This design comes from an exercise in tuning for small area and a short achievable clock period on the open sky130 flow, not from production work.
Function was checked by simulation only, so behaviour that the tests miss may differ from the original.
Power figures rest on the tool's default switching activity, not on a simulated workload.

// gshare_ras_ongorucu
module gshare_ras_ongorucu #(
  parameter int ADR_BIT      = 32,
  parameter int BTB_DERINLIK = 32,
  parameter int GHR_BIT      = 8,
  parameter int RAS_DERINLIK = 4,
  localparam int IDX = $clog2(BTB_DERINLIK),
  localparam int RP  = $clog2(RAS_DERINLIK)
) (
  input  logic               clk_g,
  input  logic               rst_g,
  input  logic               i_gecerli,
  input  logic [ADR_BIT-1:0] i_buyruk_adresi,
  input  logic               i_is_branch,
  input  logic               i_is_jal,
  input  logic               i_is_jalr,
  input  logic               i_is_call,
  input  logic               i_is_ret,
  input  logic               i_is_comp,
  input  logic [ADR_BIT-1:0] i_jal_hedef,
  output logic               o_gecerli,
  output logic               o_buyruk_ongoru,
  output logic [ADR_BIT-1:0] o_atlanan_adres,
  output logic [GHR_BIT-1:0] o_ghr_ckpt,
  output logic [RP:0]        o_ras_ckpt,
  input  logic               i_guncelle_gecerli,
  input  logic [ADR_BIT-1:0] i_g_adres,
  input  logic               i_g_branch,
  input  logic               i_g_jalr,
  input  logic               i_g_atladi,
  input  logic [ADR_BIT-1:0] i_g_hedef,
  input  logic               i_g_yanlis,
  input  logic [GHR_BIT-1:0] i_g_ghr_ckpt,
  input  logic [RP:0]        i_g_ras_ckpt
);
Size: about 1300 flip-flops, ~55000 um2 of cells after synthesis.
make LEC_CHECK=0 ABC_AREA=1 CAP_MARGIN=20 CORE_MARGIN=2 CORE_UTILIZATION=40 CTS_CLUSTER_DIAMETER=90 CTS_CLUSTER_SIZE=26 SETUP_SLACK_MARGIN=3.0 SLEW_MARGIN=20 finish   # period 5.5 ns
run.sh (not shown) runs the stock make flow with config.mk's settings and CLKGATE_MAP_FILE= SYNTH_SCRIPT=/design/flow/synth_recipe.tcl, a recipe that flattens the netlist after the stock synthesis.
Change:
- CTS_CLUSTER_DIAMETER: 90 -> 80
- CTS_CLUSTER_SIZE: 26 -> 24
- SETUP_SLACK_MARGIN: 3.0 -> 2.7
Result: The new run finished clean; hold slack got worse by 0.0044 ns; final cell count drops slightly; global-route usage is about the same; maximum frequency drops by a few percent; die area stays the same; combinational power drops by a little under a tenth; power climbs slightly; synthesized cell count stays the same; clock skew climbs by 0.017 ns; setup slack got worse by 0.19 ns; cell area drops by a few percent.
Change:
- CTS_CLUSTER_DIAMETER: 80 -> 90
- CTS_CLUSTER_SIZE: 24 -> 26
- SETUP_SLACK_MARGIN: 2.7 -> 2.8
Effect: Final area drops by 1.0%; cell count hardly moves; routed wire length falls by 3.3%; utilization came out lower by 0.49 points; total power shrinks by 3.3%; via count shrinks by 1.3%.

---

The RTL this note starts from:
==> flow/design.v <==
module gshare_ras_ongorucu #(
  parameter int ADR_BIT      = 32,
  parameter int BTB_DERINLIK = 32,
  parameter int GHR_BIT      = 8,
  parameter int RAS_DERINLIK = 4,
  localparam int IDX = $clog2(BTB_DERINLIK),
  localparam int RP  = $clog2(RAS_DERINLIK)
) (
  input  logic               clk_g,
  input  logic               rst_g,
  input  logic               i_gecerli,
  input  logic [ADR_BIT-1:0] i_buyruk_adresi,
  input  logic               i_is_branch,
  input  logic               i_is_jal,
  input  logic               i_is_jalr,
  input  logic               i_is_call,
  input  logic               i_is_ret,
  input  logic               i_is_comp,
  input  logic [ADR_BIT-1:0] i_jal_hedef,
  output logic               o_gecerli,
  output logic               o_buyruk_ongoru,
  output logic [ADR_BIT-1:0] o_atlanan_adres,
  output logic [GHR_BIT-1:0] o_ghr_ckpt,
  output logic [RP:0]        o_ras_ckpt,
  input  logic               i_guncelle_gecerli,
  input  logic [ADR_BIT-1:0] i_g_adres,
  input  logic               i_g_branch,
  input  logic               i_g_jalr,
  input  logic               i_g_atladi,
  input  logic [ADR_BIT-1:0] i_g_hedef,
  input  logic               i_g_yanlis,
  input  logic [GHR_BIT-1:0] i_g_ghr_ckpt,
  input  logic [RP:0]        i_g_ras_ckpt
);
  localparam logic [RP:0]   RAS_FULL = RAS_DERINLIK[RP:0];
  localparam logic [RP-1:0] PTR_ONE  = RP'(1);
  localparam logic [RP:0]   CNT_ONE  = (RP+1)'(1);
  logic [BTB_DERINLIK-1:0] ctr_hi, ctr_lo_n, btb_valid;
  logic [ADR_BIT-1:0] btb_target [BTB_DERINLIK];
  logic [GHR_BIT-1:0] ghr;
  logic [ADR_BIT-1:0] ras        [RAS_DERINLIK];
  logic [RAS_DERINLIK-1:0] ras_wr;
  logic [RP-1:0]      ras_ptr;
  logic [RP:0]        ras_cnt;
  logic [IDX-1:0]     p_idx, u_idx;
  logic [ADR_BIT-1:0] fall_thru, p_target, ras_top, other_tgt, btb_tgt;
  logic               p_taken, fire, repair, pop_ok, ras_hit, jalr_btb, btb_hit;
  logic [RP-1:0]      ptr_pop, ptr_nxt;
  logic [RP:0]        cnt_pop, cnt_nxt;
  logic [BTB_DERINLIK-1:0] p_dec, u_dec, p_sel;
  logic               unused_ok;
  assign repair    = i_guncelle_gecerli & i_g_yanlis;
  assign fire      = i_gecerli & ~repair;
  assign p_idx     = i_buyruk_adresi[IDX+1:2] ^ ghr[IDX-1:0];
  assign u_idx     = i_g_adres[IDX+1:2] ^ i_g_ghr_ckpt[IDX-1:0];
  assign fall_thru = i_buyruk_adresi + {{(ADR_BIT-3){1'b0}}, ~i_is_comp, i_is_comp, 1'b0};
  assign unused_ok = ^{i_g_adres[ADR_BIT-1:IDX+2], i_g_adres[1:0]};
  assign ras_top   = ras_wr[ras_ptr] ? ras[ras_ptr] : '0;
  assign ras_hit  = i_is_ret && ras_cnt != '0;
  assign jalr_btb = ~i_is_jal & i_is_jalr & ~ras_hit;
  always_comb begin
    for (int i = 0; i < BTB_DERINLIK; i++) begin
      p_dec[i] = (p_idx == IDX'(i));
      u_dec[i] = (u_idx == IDX'(i));
      p_sel[i] = p_dec[i] & btb_valid[i] & (i_is_branch ? ctr_hi[i] : jalr_btb);
    end
    btb_tgt = '0;
    for (int i = 0; i < BTB_DERINLIK; i++) btb_tgt = btb_tgt | ({ADR_BIT{p_sel[i]}} & btb_target[i]);
  end
  assign btb_hit = |p_sel;
  always_comb begin
    other_tgt = fall_thru;
    if (!i_is_branch) begin
      if (i_is_jal)                  other_tgt = i_jal_hedef;
      else if (i_is_jalr && ras_hit) other_tgt = ras_top;
    end
  end
  assign p_taken  = btb_hit | (~i_is_branch & (i_is_jal | (i_is_jalr & ras_hit)));
  assign p_target = btb_tgt | ({ADR_BIT{~btb_hit}} & other_tgt);
  always_comb begin
    pop_ok  = ras_hit;
    ptr_pop = pop_ok ? ras_ptr - PTR_ONE : ras_ptr;
    cnt_pop = pop_ok ? ras_cnt - CNT_ONE : ras_cnt;
    ptr_nxt = ptr_pop;
    cnt_nxt = cnt_pop;
    if (i_is_call) begin
      ptr_nxt = ptr_pop + PTR_ONE;
      if (cnt_pop != RAS_FULL) cnt_nxt = cnt_pop + CNT_ONE;
    end
  end
  always_ff @(posedge clk_g or negedge rst_g) begin
    if (!rst_g) begin
      ctr_hi    <= '0;
      ctr_lo_n  <= '0;
      btb_valid <= '0;
      ras_wr    <= '0;
      ghr       <= '0;
      ras_ptr   <= '0;
      ras_cnt   <= '0;
      o_gecerli <= 1'b0;
    end else begin
      for (int i = 0; i < BTB_DERINLIK; i++) begin
        if (i_guncelle_gecerli && i_g_branch && u_dec[i]) begin
          if (i_g_atladi) begin
            ctr_hi[i]   <= ctr_hi[i] | ~ctr_lo_n[i];
            ctr_lo_n[i] <= ~ctr_hi[i] & ~ctr_lo_n[i];
          end else begin
            ctr_hi[i]   <= ctr_hi[i] & ~ctr_lo_n[i];
            ctr_lo_n[i] <= ~ctr_hi[i] | ~ctr_lo_n[i];
          end
        end
        if (i_guncelle_gecerli && (i_g_atladi || i_g_jalr) && u_dec[i]) btb_valid[i] <= 1'b1;
      end
      if (repair) begin
        ghr     <= i_g_branch ? {i_g_ghr_ckpt[GHR_BIT-2:0], i_g_atladi} : i_g_ghr_ckpt;
        ras_ptr <= i_g_ras_ckpt[RP:1];
        ras_cnt <= i_g_ras_ckpt[0] ? RAS_FULL : '0;
      end else if (fire) begin
        if (i_is_branch) ghr <= {ghr[GHR_BIT-2:0], p_taken};
        if (i_is_call) ras_wr[ptr_nxt] <= 1'b1;
        ras_ptr <= ptr_nxt;
        ras_cnt <= cnt_nxt;
      end
      o_gecerli <= fire;
    end
  end
  always_ff @(posedge clk_g) begin
    for (int i = 0; i < BTB_DERINLIK; i++)
      if (i_guncelle_gecerli && (i_g_atladi || i_g_jalr) && u_dec[i]) btb_target[i] <= i_g_hedef;
    if (fire && i_is_call) ras[ptr_nxt] <= fall_thru;
  end
  always_ff @(posedge clk_g) begin
    o_buyruk_ongoru <= p_taken;
    o_atlanan_adres <= p_target;
    o_ghr_ckpt      <= ghr;
    o_ras_ckpt      <= {ras_ptr, ras_cnt != '0};
  end
endmodule
Settings: LEC_CHECK=0, CAP_MARGIN=20, CORE_MARGIN=2, CORE_UTILIZATION=40, SETUP_SLACK_MARGIN=2.5, SLEW_MARGIN=20; clock period 5.5 ns.
Next try:
ABC_AREA = 1   (was unset)
CTS_CLUSTER_DIAMETER = 90   (was unset)
CTS_CLUSTER_SIZE = 26   (was unset)
SETUP_SLACK_MARGIN = 3.2   (was 2.5)
Wire length rose by 21%.
Power came out lower by 11%.
Final area rises by 8.4%.
Setup slack improves by 0.38 ns.
Clock skew falls by 0.0055 ns.
Next try:
ABC_AREA = unset   (was 1)
CTS_CLUSTER_DIAMETER = 100   (was 90)
CTS_CLUSTER_SIZE = 30   (was 26)
Result: Die area decreases by 3.4%. Via count drops by 15%. Cell area went down by 7.2%. Sequential share of layout area increases by 4.6 points.
Next try:
CTS_CLUSTER_DIAMETER = 60   (was 100)
After rerunning:
- The new run passed the timing, DRC and antenna checks
- total power came out higher by about a fifth
- critical path depth came out lower by 4
- first-iteration DRC count came out higher slightly
- area after synthesis stays the same
- design area came out higher by a few percent
- non-clock buffer count came out higher by 71
- die area does not change

[static timing again, ports no longer ideal]
No port has a modelled driver above. Below, the same layouts with a new extraction and two added sets of constraints.
Step 1, drivers: a clkbuf_16 drives clk_g and a buf_2 each remaining input, both assumed.
Step 2, shift: input delay + t, output delay - t, t = (earliest + latest rising clock arrival at the registers) / 2. This alone moves slack from input paths to output paths.
Three values: ideal, step 1, step 2; two values: the first two.
run	t (ns)	setup slack, ns	worst slew at a driven data input, ns
the first run of note 1	0.797	2.863 / 2.783 / 2.140	0.19
the second run of note 1	0.736	2.677 / 2.650 / 1.984	0.20
the third run of note 1	0.789	2.764 / 2.766 / 2.031	0.20
the first run of note 2	0.805	2.472 / 2.469 / 1.696	0.14
the second run of note 2	0.786	2.849 / 2.877 / 2.111	0.13
the third run of note 2	0.766	2.581 / 2.591 / 1.849	0.17
the fourth run of note 2	0.772	2.574 / 2.617 / 1.846	0.15
After both steps setup and hold are still met in every run listed. For the first run of note 2, which loses most, drivers alone change the setup slack by -0.003 ns; drivers and shift together by -0.776 ns.
